This is an optimization exercise on Yosys and OpenROAD, whose aim is a short achievable clock period and few clock cycles per item, not a production implementation. In this exercise RTL edits were held to simulation tests only and were not proved equivalent to the original.

==> module branch_target_buffer, before the edit <==
module branch_target_buffer (
    input  logic             clk,
    input  logic             rst,
    input  fetch_pkg::addr_t lookup_pc,
    input  logic             update_valid,
    input  fetch_pkg::addr_t update_pc,
    input  fetch_pkg::addr_t update_target,
    input  logic             lookup_new,
    output logic             hit,
    output fetch_pkg::addr_t target,
    output logic             target_ok
);
    localparam int IDX_W = $clog2(32);
    localparam int TAG_W = 32 - IDX_W;
    logic [32-1:0] entry_valid;
    logic [TAG_W-1:0]      entry_tag    [32];
    fetch_pkg::addr_t      entry_target [32];
    logic [32-1:0] row_sel;
    logic [32-1:0] row_wr;
    logic [32-1:0] row_match;
    logic [3:0]            grp_hit;
    logic                  bypass_hit;
    fetch_pkg::addr_t      row_target;
    logic [32-1:0] row_sel_q;
    logic                  lookup_new_q;
    logic [IDX_W-1:0]      lookup_idx;
    logic [IDX_W-1:0]      update_idx;
    logic [TAG_W-1:0]      lookup_tag;
    logic [TAG_W-1:0]      update_tag;
    logic                  bypass;
    logic                  bypass_pend;
    logic                  wr_valid_q;
    logic [IDX_W-1:0]      wr_idx_q;
    logic [TAG_W-1:0]      wr_tag_q;
    fetch_pkg::addr_t      wr_target_q;
    assign lookup_idx = lookup_pc[IDX_W+1:2];
    assign update_idx = update_pc[IDX_W+1:2];
    assign lookup_tag = {lookup_pc[32-1:IDX_W+2], lookup_pc[1:0]};
    assign update_tag = {update_pc[32-1:IDX_W+2], update_pc[1:0]};
    assign bypass     = update_valid && (update_idx == lookup_idx);
    always_ff @(posedge clk) begin
        wr_valid_q  <= update_valid && !rst;
        wr_idx_q    <= update_idx;
        wr_tag_q    <= update_tag;
        wr_target_q <= update_target;
    end
    assign bypass_pend = wr_valid_q && (wr_idx_q == lookup_idx);
    for (genvar i = 0; i < 32; i++) begin : g_row
        assign row_sel[i] = (lookup_idx == IDX_W'(i));
        assign row_wr[i]  = wr_valid_q && (wr_idx_q == IDX_W'(i));
        always_ff @(posedge clk) begin
            if (rst) begin
                entry_valid[i] <= 1'b0;
            end else if (row_wr[i]) begin
                entry_valid[i] <= 1'b1;
            end
        end
        always_ff @(posedge clk) begin
            if (row_wr[i]) begin
                entry_tag[i]    <= wr_tag_q;
                entry_target[i] <= wr_target_q;
            end
        end
        assign row_match[i] = row_sel[i] && entry_valid[i] && (entry_tag[i] == lookup_tag);
    end
    always_ff @(posedge clk) begin
        row_sel_q    <= row_sel;
        lookup_new_q <= lookup_new;
    end
    assign target_ok = !lookup_new && !lookup_new_q;
    always_comb begin
        row_target = '0;
        for (int i = 0; i < 32; i++) begin
            row_target = row_target | (entry_target[i] & {32{row_sel_q[i]}});
        end
    end
    always_ff @(posedge clk) begin
        if (rst) begin
            grp_hit    <= '0;
            bypass_hit <= 1'b0;
        end else begin
            for (int k = 0; k < 4; k++) begin
                grp_hit[k] <= !bypass && !bypass_pend && (|row_match[8*k +: 8]);
            end
            if (bypass) begin
                bypass_hit <= (update_tag == lookup_tag);
            end else begin
                bypass_hit <= bypass_pend && (wr_tag_q == lookup_tag);
            end
        end
        if (bypass) begin
            target <= update_target;
        end else if (bypass_pend) begin
            target <= wr_target_q;
        end else begin
            target <= row_target;
        end
    end
    assign hit = bypass_hit || (|grp_hit);
endmodule
export LEC_CHECK = 0
export ABC_CLOCK_PERIOD_IN_PS = 2400
export CAP_MARGIN = 20
export CORE_MARGIN = 2
export CORE_UTILIZATION = 65
export PLACE_DENSITY = 0.75
export SETUP_SLACK_MARGIN = 3.5
export SLEW_MARGIN = 20
export DONT_USE_CELLS = sky130_fd_sc_hd__a2111o_1 sky130_fd_sc_hd__a2111o_2 sky130_fd_sc_hd__a2111o_4 sky130_fd_sc_hd__a2111oi_0 sky130_fd_sc_hd__a2111oi_1 sky130_fd_sc_hd__a2111oi_2 sky130_fd_sc_hd__a2111oi_4 sky130_fd_sc_hd__a41o_1 sky130_fd_sc_hd__a41o_2 sky130_fd_sc_hd__a41o_4 sky130_fd_sc_hd__a41oi_1 sky130_fd_sc_hd__a41oi_2 sky130_fd_sc_hd__a41oi_4 sky130_fd_sc_hd__and4_1 sky130_fd_sc_hd__and4_2 sky130_fd_sc_hd__and4_4 sky130_fd_sc_hd__and4b_1 sky130_fd_sc_hd__and4b_2 sky130_fd_sc_hd__and4b_4 sky130_fd_sc_hd__and4bb_1 sky130_fd_sc_hd__and4bb_2 sky130_fd_sc_hd__and4bb_4 sky130_fd_sc_hd__fa_1 sky130_fd_sc_hd__fa_2 sky130_fd_sc_hd__fa_4 sky130_fd_sc_hd__ha_1 sky130_fd_sc_hd__ha_2 sky130_fd_sc_hd__ha_4 sky130_fd_sc_hd__nor4_1 sky130_fd_sc_hd__nor4_2 sky130_fd_sc_hd__nor4_4 sky130_fd_sc_hd__nor4b_1 sky130_fd_sc_hd__nor4b_2 sky130_fd_sc_hd__nor4b_4 sky130_fd_sc_hd__nor4bb_1 sky130_fd_sc_hd__nor4bb_2 sky130_fd_sc_hd__nor4bb_4 sky130_fd_sc_hd__o2111a_1 sky130_fd_sc_hd__o2111a_2 sky130_fd_sc_hd__o2111a_4 sky130_fd_sc_hd__o2111ai_1 sky130_fd_sc_hd__o2111ai_2 sky130_fd_sc_hd__o2111ai_4 sky130_fd_sc_hd__o41a_1 sky130_fd_sc_hd__o41a_2 sky130_fd_sc_hd__o41a_4 sky130_fd_sc_hd__o41ai_1 sky130_fd_sc_hd__o41ai_2 sky130_fd_sc_hd__o41ai_4 sky130_fd_sc_hd__or3_1 sky130_fd_sc_hd__or3_2 sky130_fd_sc_hd__or3_4 sky130_fd_sc_hd__or3b_1 sky130_fd_sc_hd__or3b_2 sky130_fd_sc_hd__or3b_4 sky130_fd_sc_hd__or4_1 sky130_fd_sc_hd__or4_2 sky130_fd_sc_hd__or4_4 sky130_fd_sc_hd__or4b_1 sky130_fd_sc_hd__or4b_2 sky130_fd_sc_hd__or4b_4 sky130_fd_sc_hd__or4bb_1 sky130_fd_sc_hd__or4bb_2 sky130_fd_sc_hd__or4bb_4 sky130_fd_sc_hd__clkdlybuf4s15_1 sky130_fd_sc_hd__clkdlybuf4s15_2 sky130_fd_sc_hd__clkdlybuf4s18_1 sky130_fd_sc_hd__clkdlybuf4s18_2 sky130_fd_sc_hd__clkdlybuf4s25_1 sky130_fd_sc_hd__clkdlybuf4s25_2 sky130_fd_sc_hd__clkdlybuf4s50_1 sky130_fd_sc_hd__clkdlybuf4s50_2 
create_clock -name core_clock -period 6.0 [get_ports {clk}]
standard.sh (not shown) runs the stock make flow with config.mk's settings and CLKGATE_MAP_FILE= SYNTH_SCRIPT=/design/flow/synth_recipe.tcl, a recipe that flattens the netlist after the stock synthesis.
==> flow/flow/run.sh <==
#!/bin/bash
# Standard layout, with more cells kept out of synthesis and sizing: the slow
# wide OR/AND/NOR gates, the four-input AND-OR/OR-AND gates, the adder cells
# (with those gone, synthesis leaves adders to ABC as plain gates) and the
# clock delay buffers, which the port buffers otherwise start as. Registers,
# their names and cell types are those of the standard synthesis. Clock tree
# synthesis places its wire repeaters 200 um apart.
set -euo pipefail
extra=$(tr -s ' \n' ' ' < flow/dont_use.txt)
printf '\nexport DONT_USE_CELLS = %s\n' "$extra" >> config.mk
bash standard.sh "CTS_ARGS=-sink_clustering_enable -repair_clock_nets -distance_between_buffers 200" finish > standard_flow.log 2>&1
Other scripts of this flow, unchanged in this note and not shown: flow/flow/dont_use.txt
The baseline produced a clean layout.
Testbench counts at the start, summed over its fixed seeds: cycles 864,045, items 160,000.
Change:
--- a/flow/design.v
+++ b/flow/design.v
@@ -239,26 +239,14 @@
     logic [TAG_W-1:0]      lookup_tag;
     logic [TAG_W-1:0]      update_tag;
     logic                  bypass;
-    logic                  bypass_pend;
-    logic                  wr_valid_q;
-    logic [IDX_W-1:0]      wr_idx_q;
-    logic [TAG_W-1:0]      wr_tag_q;
-    fetch_pkg::addr_t      wr_target_q;
     assign lookup_idx = lookup_pc[IDX_W+1:2];
     assign update_idx = update_pc[IDX_W+1:2];
     assign lookup_tag = {lookup_pc[32-1:IDX_W+2], lookup_pc[1:0]};
     assign update_tag = {update_pc[32-1:IDX_W+2], update_pc[1:0]};
     assign bypass     = update_valid && (update_idx == lookup_idx);
-    always_ff @(posedge clk) begin
-        wr_valid_q  <= update_valid && !rst;
-        wr_idx_q    <= update_idx;
-        wr_tag_q    <= update_tag;
-        wr_target_q <= update_target;
-    end
-    assign bypass_pend = wr_valid_q && (wr_idx_q == lookup_idx);
     for (genvar i = 0; i < 32; i++) begin : g_row
         assign row_sel[i] = (lookup_idx == IDX_W'(i));
-        assign row_wr[i]  = wr_valid_q && (wr_idx_q == IDX_W'(i));
+        assign row_wr[i]  = update_valid && (update_idx == IDX_W'(i));
         always_ff @(posedge clk) begin
             if (rst) begin
                 entry_valid[i] <= 1'b0;
@@ -267,9 +255,9 @@
             end
         end
         always_ff @(posedge clk) begin
-            if (row_wr[i]) begin
-                entry_tag[i]    <= wr_tag_q;
-                entry_target[i] <= wr_target_q;
+            if (!rst && row_wr[i]) begin
+                entry_tag[i]    <= update_tag;
+                entry_target[i] <= update_target;
             end
         end
         assign row_match[i] = row_sel[i] && entry_valid[i] && (entry_tag[i] == lookup_tag);
@@ -291,18 +279,12 @@
             bypass_hit <= 1'b0;
         end else begin
             for (int k = 0; k < 4; k++) begin
-                grp_hit[k] <= !bypass && !bypass_pend && (|row_match[8*k +: 8]);
-            end
-            if (bypass) begin
-                bypass_hit <= (update_tag == lookup_tag);
-            end else begin
-                bypass_hit <= bypass_pend && (wr_tag_q == lookup_tag);
+                grp_hit[k] <= !bypass && (|row_match[8*k +: 8]);
             end
+            bypass_hit <= bypass && (update_tag == lookup_tag);
         end
         if (bypass) begin
             target <= update_target;
-        end else if (bypass_pend) begin
-            target <= wr_target_q;
         end else begin
             target <= row_target;
         end
Design area falls by 1.6%.
Utilization hardly moves.
Wire length falls by 4.5%.
Setup slack improves by 48 ps.
Global-route usage decreases by 0.88 points.
Testbench counts after the change, summed over its fixed seeds: cycles 864,045, items 160,000.

separate check: timing with driven ports:
In the flow no input, the clock included, has a driving cell. The finished layouts below were timed again as built, in two steps. Step 1, drivers: a clkbuf_16 drives clk and a buf_2 each remaining input, both assumed. Step 2 moves the port delays by t, midway between the first and last clock arrival at a register: inputs arrive t later, outputs are due t later. That takes back most of the time a late clock gives input paths. Three values: ideal ports, drivers, drivers and shift; two values: the first two.
| run | t (ns) | setup WS [ns] | hold slack, ns | slew at the worst register clock pin (ns) |
|---|---|---|---|---|
| the first run | 0.889 | 3.381 / 3.370 / 2.650 | 0.387 / 0.387 / 0.387 | 0.07 / 0.07 |
| the second run | 0.889 | 3.429 / 3.306 / 2.417 | 0.379 / 0.379 / 0.379 | 0.07 / 0.07 |
After both steps every run listed still meets setup and hold. The setup slack of the second run, which loses most, moves by -0.123 ns with the drivers and by -1.012 ns with both steps.
